From an optimization exercise on the open Yosys and OpenROAD flow, aimed at small area, a short achievable clock period and few clock cycles per item; shortcuts taken in it are not production practice. Function was checked by simulation only, so behaviour that the tests miss may differ from the original. No activity file was given, so power comes from the tool's default toggle rates.

## edf_sched_top
module edf_sched_top
(
  input  logic        clk_i,
  input  logic        rst_ni,
  input  logic        req_valid_i,
  output logic        req_ready_o,
  input  logic        req_op_i,
  input  logic [2:0]  req_task_slot_i,
  input  logic [15:0] req_exec_time_i,
  input  logic [15:0] req_period_ticks_i,
  input  logic [15:0] req_rel_deadline_i,
  output logic        rsp_valid_o,
  input  logic        rsp_ready_i,
  output logic        rsp_cpu_busy_o,
  output logic [2:0]  rsp_running_slot_o,
  input  logic        cfg_we_i,
  input  logic [3:0]  cfg_wdata_i
);
For scale: about 4100 cells after synthesis, about 67 I/O pins, about 43000 sq um of cells after synthesis.
Settings: LEC_CHECK=0, CAP_MARGIN=20, CORE_MARGIN=2, CORE_UTILIZATION=50, CTS_BUF_LIST=sky130_fd_sc_hd__clkbuf_16, CTS_CLUSTER_DIAMETER=100, CTS_CLUSTER_SIZE=20, SLEW_MARGIN=20, TNS_END_PERCENT=100; clock period 10.0 ns.
standard.sh (not shown) runs the stock make flow with config.mk's settings and CLKGATE_MAP_FILE= SYNTH_SCRIPT=/design/flow/synth_recipe.tcl, a recipe that flattens the netlist after the stock synthesis.
==> flow/flow/run.sh <==
#!/bin/bash
# Standard ORFS layout, with timing repair aiming for 6.5 ns of setup slack.
set -euo pipefail
bash standard.sh SETUP_SLACK_MARGIN=6.5 finish > standard_flow.log 2>&1
Testbench counts at the start, summed over its fixed seeds: cycles 9,728, ticks 8,624.
Change:
Settings changed: CORE_UTILIZATION 50 to 60.
=>
- The changed run ran to the end with no violations
- utilization is higher by 12 points
- clock-buffer cell count is lower by 1
- total power is higher by about 0.8%
- hold slack improved by 16 ps
- maximum frequency fell by about 3.5%
- sequential share of layout area rises by 0.19 points
- register-to-register slack loses 130 ps
- routed wire length stays flat
- synthesized cell count is unchanged
- clock power is about the same
- global-route usage is higher by 6.5 points
Change:
==> flow/flow/run.sh (replaced) <==
#!/bin/bash
# Standard ORFS layout, with timing repair aiming for 7 ns of setup slack.
set -euo pipefail
bash standard.sh SETUP_SLACK_MARGIN=7 finish > standard_flow.log 2>&1
Settings changed: CORE_UTILIZATION 60 to 50.
- hold slack improves by 72 ps
- clock-buffer cell count goes up by 1
- global-route usage goes down by 5.2 points

* * *

Another version of the RTL of edf_sched_top (not shown whole).
Size in the first run: ~770 flip-flops, about 0.044 mm2 of cells after synthesis.
clock: 10.0 ns
lec_check: 0
cap_margin: 20
core_margin: 2
core_utilization: 50
slew_margin: 20
tns_end_percent: 100
==> flow/flow/run.sh <==
#!/bin/bash
# Standard ORFS layout, with timing repair aiming for 6.5 ns of setup slack.
set -euo pipefail
bash standard.sh SETUP_SLACK_MARGIN=6.5 finish > standard_flow.log 2>&1
Testbench counts at the start, summed over its fixed seeds: cycles 9,728, ticks 8,624.
Edit:
==> flow/flow/run.sh (replaced) <==
#!/bin/bash
# Standard ORFS layout, with timing repair aiming for 7.5 ns of setup slack.
set -euo pipefail
bash standard.sh SETUP_SLACK_MARGIN=7.5 finish > standard_flow.log 2>&1
Effect:
- The changed run went through all stages and came out clean
- count of clock-buffer cells in the layout is lower by 1
- setup slack is worse by 0.064 ns
- design area is higher by 4.5%
- clock skew is lower by 0.010 ns

* * *

RTL: one of the versions met above, not the one the previous note started from.
For scale: roughly 4100 cells after synthesis, about 810 flip-flops, ~67 I/O pins, roughly 0.043 mm2 of cells after synthesis.
==> flow/design.v (excerpt) <==
module edf_sched_top
(
  input  logic        clk_i,
  input  logic        rst_ni,
  input  logic        req_valid_i,
  output logic        req_ready_o,
  input  logic        req_op_i,
  input  logic [2:0]  req_task_slot_i,
  input  logic [15:0] req_exec_time_i,
  input  logic [15:0] req_period_ticks_i,
  input  logic [15:0] req_rel_deadline_i,
  output logic        rsp_valid_o,
  input  logic        rsp_ready_i,
  output logic        rsp_cpu_busy_o,
  output logic [2:0]  rsp_running_slot_o,
  input  logic        cfg_we_i,
  input  logic [3:0]  cfg_wdata_i
);
  localparam int N = 8;
  function automatic logic slack_lt(input logic [16:0] a, input logic [16:0] b);
    logic [16:0] x, y;
    logic        lt, eq;
    x  = {~a[16], a[15:0]};
    y  = {~b[16], b[15:0]};
    lt = 1'b0;
    eq = 1'b1;
    for (int k = 16; k >= 0; k = k - 1) begin
      lt = lt | (eq & ~x[k] & y[k]);
      eq = eq & ~(x[k] ^ y[k]);
    end
    slack_lt = lt;
  endfunction
  function automatic logic [15:0] dec16(input logic [15:0] a);
    logic [15:0] y;
    y[0] = ~a[0];
    for (int k = 1; k < 16; k = k + 1) begin
      y[k] = a[k] ^ ~|(a & ((1 << k) - 1));
    end
    dec16 = y;
  endfunction
  function automatic logic [16:0] dec17(input logic [16:0] a);
    logic [16:0] y;
    y[0] = ~a[0];
    for (int k = 1; k < 17; k = k + 1) begin
      y[k] = a[k] ^ ~|(a & ((1 << k) - 1));
    end
    dec17 = y;
  endfunction
  function automatic logic [16:0] cdec17(input logic [16:0] a, input logic en);
    logic [16:0] y;
    y[0] = a[0] ^ en;
  ...
clock: 10.0 ns
lec_check: 0
cap_margin: 10
core_margin: 2
core_utilization: 50
cts_buf_list: sky130_fd_sc_hd__clkbuf_16
cts_cluster_diameter: 100
cts_cluster_size: 20
slew_margin: 10
tns_end_percent: 100
==> flow/flow/run.sh <==
#!/bin/bash
# Standard ORFS layout, with timing repair aiming for 6.75 ns of setup slack.
set -euo pipefail
bash standard.sh SETUP_SLACK_MARGIN=6.75 finish > standard_flow.log 2>&1
The first run finished with timing, DRC and antenna clean.
Testbench counts at the start, summed over its fixed seeds: cycles 9,728, ticks 8,624.
Edit:
Settings changed: CAP_MARGIN 10 to 20, SLEW_MARGIN 10 to 20.
Via count drops by 0.91%.
Setup slack improves by 0.083 ns.
Non-clock buffer count drops by 35.
Edit:
Settings changed: ABC_AREA set to 1.
After rerunning: Power goes down by 4.5%; global-route usage goes down by 0.58 points; critical path depth goes down by 3.
Edit:
==> flow/flow/run.sh (replaced) <==
#!/bin/bash
# Standard ORFS layout, with timing repair aiming for 7 ns of setup slack.
set -euo pipefail
bash standard.sh SETUP_SLACK_MARGIN=7 finish > standard_flow.log 2>&1
Settings changed: ABC_AREA 1 to unset, CTS_BUF_LIST sky130_fd_sc_hd__clkbuf_16 to unset, CTS_CLUSTER_DIAMETER 100 to unset, CTS_CLUSTER_SIZE 20 to unset.
Worst hold slack gets better by 0.032 ns.
Cell area is higher by 9.8%.
Synthesized cell count went down by 22%.
Setup slack gets better by 0.067 ns.
Register-to-register slack got worse by 0.05 ns.
Wire length is higher by 6.2%.
Maximum frequency rose by 2.0%.
Core utilization increases by 7.0 points.

* * *

The RTL this note starts from:
==> flow/design.v <==
package edf_pkg;
  localparam int unsigned NUM_SLOTS = 8;
  localparam int unsigned DATA_W    = 16;
  localparam int unsigned SLACK_W   = 17;
endpackage
module edf_sched_top
(
  input  logic        clk_i,
  input  logic        rst_ni,
  input  logic        req_valid_i,
  output logic        req_ready_o,
  input  logic        req_op_i,
  input  logic [2:0]  req_task_slot_i,
  input  logic [15:0] req_exec_time_i,
  input  logic [15:0] req_period_ticks_i,
  input  logic [15:0] req_rel_deadline_i,
  output logic        rsp_valid_o,
  input  logic        rsp_ready_i,
  output logic        rsp_cpu_busy_o,
  output logic [2:0]  rsp_running_slot_o,
  input  logic        cfg_we_i,
  input  logic [3:0]  cfg_wdata_i
);
  localparam int N = 8;
  function automatic logic slack_lt(input logic [16:0] a, input logic [16:0] b);
    logic [16:0] x, y;
    logic        lt, eq;
    x  = {~a[16], a[15:0]};
    y  = {~b[16], b[15:0]};
    lt = 1'b0;
    eq = 1'b1;
    for (int k = 16; k >= 0; k = k - 1) begin
      lt = lt | (eq & ~x[k] & y[k]);
      eq = eq & ~(x[k] ^ y[k]);
    end
    slack_lt = lt;
  endfunction
  function automatic logic [15:0] dec16(input logic [15:0] a);
    logic [15:0] y;
    y[0] = ~a[0];
    for (int k = 1; k < 16; k = k + 1) begin
      y[k] = a[k] ^ ~|(a & ((1 << k) - 1));
    end
    dec16 = y;
  endfunction
  function automatic logic [16:0] dec17(input logic [16:0] a);
    logic [16:0] y;
    y[0] = ~a[0];
    for (int k = 1; k < 17; k = k + 1) begin
      y[k] = a[k] ^ ~|(a & ((1 << k) - 1));
    end
    dec17 = y;
  endfunction
  logic        ready_q;
  logic        tick_q;        
  logic [7:0]  upd_q;         
  logic [7:0]  ld_q;          
  logic [3:0]  tc_q;
  logic acc, acc_load, acc_tick;
  assign acc      = req_valid_i & ready_q;
  assign acc_load = acc & ~req_op_i;
  assign acc_tick = acc &  req_op_i;
  logic tick;
  assign tick = tick_q;
  logic signed [16:0] k_new;
  assign k_new = (req_period_ticks_i == 16'd0)
               ? $signed({1'b0, req_rel_deadline_i})
               : $signed({1'b0, req_rel_deadline_i} - {1'b0, req_period_ticks_i} + 17'd1);
  logic [15:0]        e_q [N];
  logic [15:0]        d_q [N];
  logic signed [16:0] k_q [N];
  logic [15:0]        w_q [N];
  logic signed [16:0] s_q [N];
  logic signed [16:0] s_d [N];
  logic [N-1:0]       nz_q;    
  logic [N-1:0]       rel_q;   
  logic [N-1:0] active, elig, win;
  for (genvar i = 0; i < N; i++) begin : g_act
    assign active[i] = tc_q[3] | (tc_q[2:0] > 3'(i));
    assign elig[i]   = active[i] & nz_q[i];
  end
  logic [N-1:0] le_q [N];
  for (genvar i = 0; i < N; i++) begin : g_cmp_i
    for (genvar j = 0; j < N; j++) begin : g_cmp_j
      if (i < j) begin : g_lt
        always_ff @(posedge clk_i) le_q[i][j] <= ~slack_lt(s_d[j], s_d[i]);
      end else begin : g_ge
        assign le_q[i][j] = 1'b0;
      end
    end
  end
  for (genvar i = 0; i < N; i++) begin : g_win
    logic [N-1:0] beat;
    for (genvar j = 0; j < N; j++) begin : g_b
      if (j < i) begin : g_lo
        assign beat[j] = ~elig[j] | ~le_q[j][i];
      end else if (j > i) begin : g_hi
        assign beat[j] = ~elig[j] | le_q[i][j];
      end else begin : g_me
        assign beat[j] = elig[i];
      end
    end
    assign win[i] = &beat;
  end
  logic       busy;
  logic [2:0] slot;
  assign busy = |elig;
  assign slot = {win[4] | win[5] | win[6] | win[7],
                 win[2] | win[3] | win[6] | win[7],
                 win[1] | win[3] | win[5] | win[7]};
  for (genvar i = 0; i < N; i++) begin : g_slot
    logic wr, ld, upd, rel, rst;
    logic [15:0] w_dec;
    logic [16:0] s_dec;
    assign wr    = acc_load & (req_task_slot_i == 3'(i));
    assign ld    = ld_q[i];
    assign upd   = upd_q[i];
    assign rel   = rel_q[i];
    assign rst   = ld | (upd & rel);
    assign w_dec = dec16(w_q[i]);
    assign s_dec = dec17(s_q[i]);
    always_comb begin
      if (rst)      s_d[i] = $signed({1'b0, d_q[i]});
      else if (upd) s_d[i] = $signed(s_dec);
      else          s_d[i] = s_q[i];
    end
    always_ff @(posedge clk_i) begin
      if (wr) begin
        e_q[i] <= req_exec_time_i;
        d_q[i] <= req_rel_deadline_i;
        k_q[i] <= k_new;
      end
      s_q[i]   <= s_d[i];
      rel_q[i] <= (s_d[i] == k_q[i]);
      ld_q[i]  <= wr;
      upd_q[i] <= acc_tick & active[i];
      if (rst) begin
        w_q[i]  <= e_q[i];
        nz_q[i] <= (e_q[i] != 16'd0);
      end else if (upd && win[i]) begin
        w_q[i]  <= w_dec;
        nz_q[i] <= (w_q[i] != 16'd1);
      end
    end
  end
  logic [1:0] cnt_q, cnt_d;
  logic [3:0] m_q [3];
  logic       ov_q;
  logic       pop;
  logic [3:0] res;
  assign res   = {busy, slot};
  assign pop   = ov_q & rsp_ready_i;
  assign cnt_d = cnt_q + 2'(tick) - 2'(pop);
  always_ff @(posedge clk_i) begin
    for (int k = 0; k < 3; k++) begin
      if (pop) begin
        if (tick && (2'(k) == cnt_q - 2'd1)) m_q[k] <= res;
        else if (k < 2)                      m_q[k] <= m_q[k+1];
      end else if (tick && (2'(k) == cnt_q)) begin
        m_q[k] <= res;
      end
    end
  end
  always_ff @(posedge clk_i or negedge rst_ni) begin
    if (!rst_ni) begin
      ready_q   <= 1'b1;
      tick_q    <= 1'b0;
      cnt_q     <= 2'd0;
      ov_q      <= 1'b0;
      tc_q      <= 4'd0;
    end else begin
      tick_q    <= acc_tick;
      cnt_q     <= cnt_d;
      ov_q      <= (cnt_d != 2'd0);
      ready_q   <= ({1'b0, cnt_d} + {2'b0, acc & req_op_i}) < 3'd3;
      if (cfg_we_i) tc_q <= cfg_wdata_i;
    end
  end
  assign req_ready_o        = ready_q;
  assign rsp_valid_o        = ov_q;
  assign rsp_cpu_busy_o     = m_q[0][3];
  assign rsp_running_slot_o = m_q[0][2:0];
endmodule
export LEC_CHECK = 0
export CAP_MARGIN = 20
export CORE_MARGIN = 2
export CORE_UTILIZATION = 50
export SLEW_MARGIN = 20
export TNS_END_PERCENT = 100
create_clock -name core_clock -period 10.0 [get_ports {clk_i}]
==> flow/flow/run.sh <==
#!/bin/bash
# Standard ORFS layout, with timing repair aiming for 6 ns of setup slack.
set -euo pipefail
bash standard.sh SETUP_SLACK_MARGIN=6 finish > standard_flow.log 2>&1
Testbench counts at the start, summed over its fixed seeds: cycles 9,728, ticks 8,624.
Then changed:
==> flow/run.sh (new file) <==
#!/bin/bash
# synth_recipe.tcl (not shown) runs the flow's synth.tcl, then flattens the netlist and writes it again
# the make line also repeats each setting of config.mk as NAME=value (left out here)
make -C /OpenROAD-flow-scripts/flow DESIGN_CONFIG=/design/flow/config.mk WORK_HOME=/design/flow/orfs CLKGATE_MAP_FILE= SYNTH_SCRIPT=/design/flow/synth_recipe.tcl finish
SETUP_SLACK_MARGIN = 5   (was not set)
removed: flow/flow/run.sh
removed: flow/standard.sh
What happened: Routed wire length shrinks by 3.1%. Synthesized area is unchanged. Register-to-register slack got worse by 910 ps. Power shrinks by 8.0%. Global-route usage shrinks by 0.65 points.

port drivers added, routing unchanged:
In the flow no input, the clock included, has a driving cell. The finished layouts below were timed again as built, in two steps. Step 1 sets driving cells, clkbuf_16 on the clock port and buf_2 on the other inputs (assumed; they add their load-dependent delay and slew). Step 2, shift: input delay + t, output delay - t, t = (earliest + latest rising clock arrival at the registers) / 2. This alone moves slack from input paths to output paths. a / b / c = ideal ports / drivers / drivers and shift; a / b = the first two.
run | t, ns | slack for setup (ns) | slew at the worst register clock pin (ns)
the first run of note 1 | 0.708 | 6.469 / 6.469 / 5.920 | 0.09 / 0.09
the second run of note 1 | 0.725 | 6.342 / 6.342 / 5.827 | 0.10 / 0.10
the third run of note 1 | 0.725 | 6.670 / 6.665 / 6.117 | 0.11 / 0.11
the first run of note 2 | 0.770 | 6.026 / 6.026 / 6.019 | 0.07 / 0.07
the second run of note 2 | 0.774 | 5.962 / 5.962 / 5.962 | 0.07 / 0.07
the first run of note 3 | 0.711 | 6.562 / 6.562 / 6.110 | 0.09 / 0.09
the second run of note 3 | 0.712 | 6.646 / 6.646 / 6.120 | 0.09 / 0.09
the third run of note 3 | 0.694 | 6.632 / 6.655 / 5.961 | 0.10 / 0.10
the fourth run of note 3 | 0.723 | 6.699 / 6.667 / 6.081 | 0.07 / 0.07
the first run of note 4 | 0.708 | 5.537 / 5.552 / 4.844 | 0.07 / 0.07
the second run of note 4 | 0.710 | 5.027 / 5.027 / 4.518 | 0.07 / 0.07
After both steps setup and hold are still met in every run listed. For the first run of note 4, which loses most, drivers alone change the setup slack by +0.015 ns; drivers and shift together by -0.693 ns.
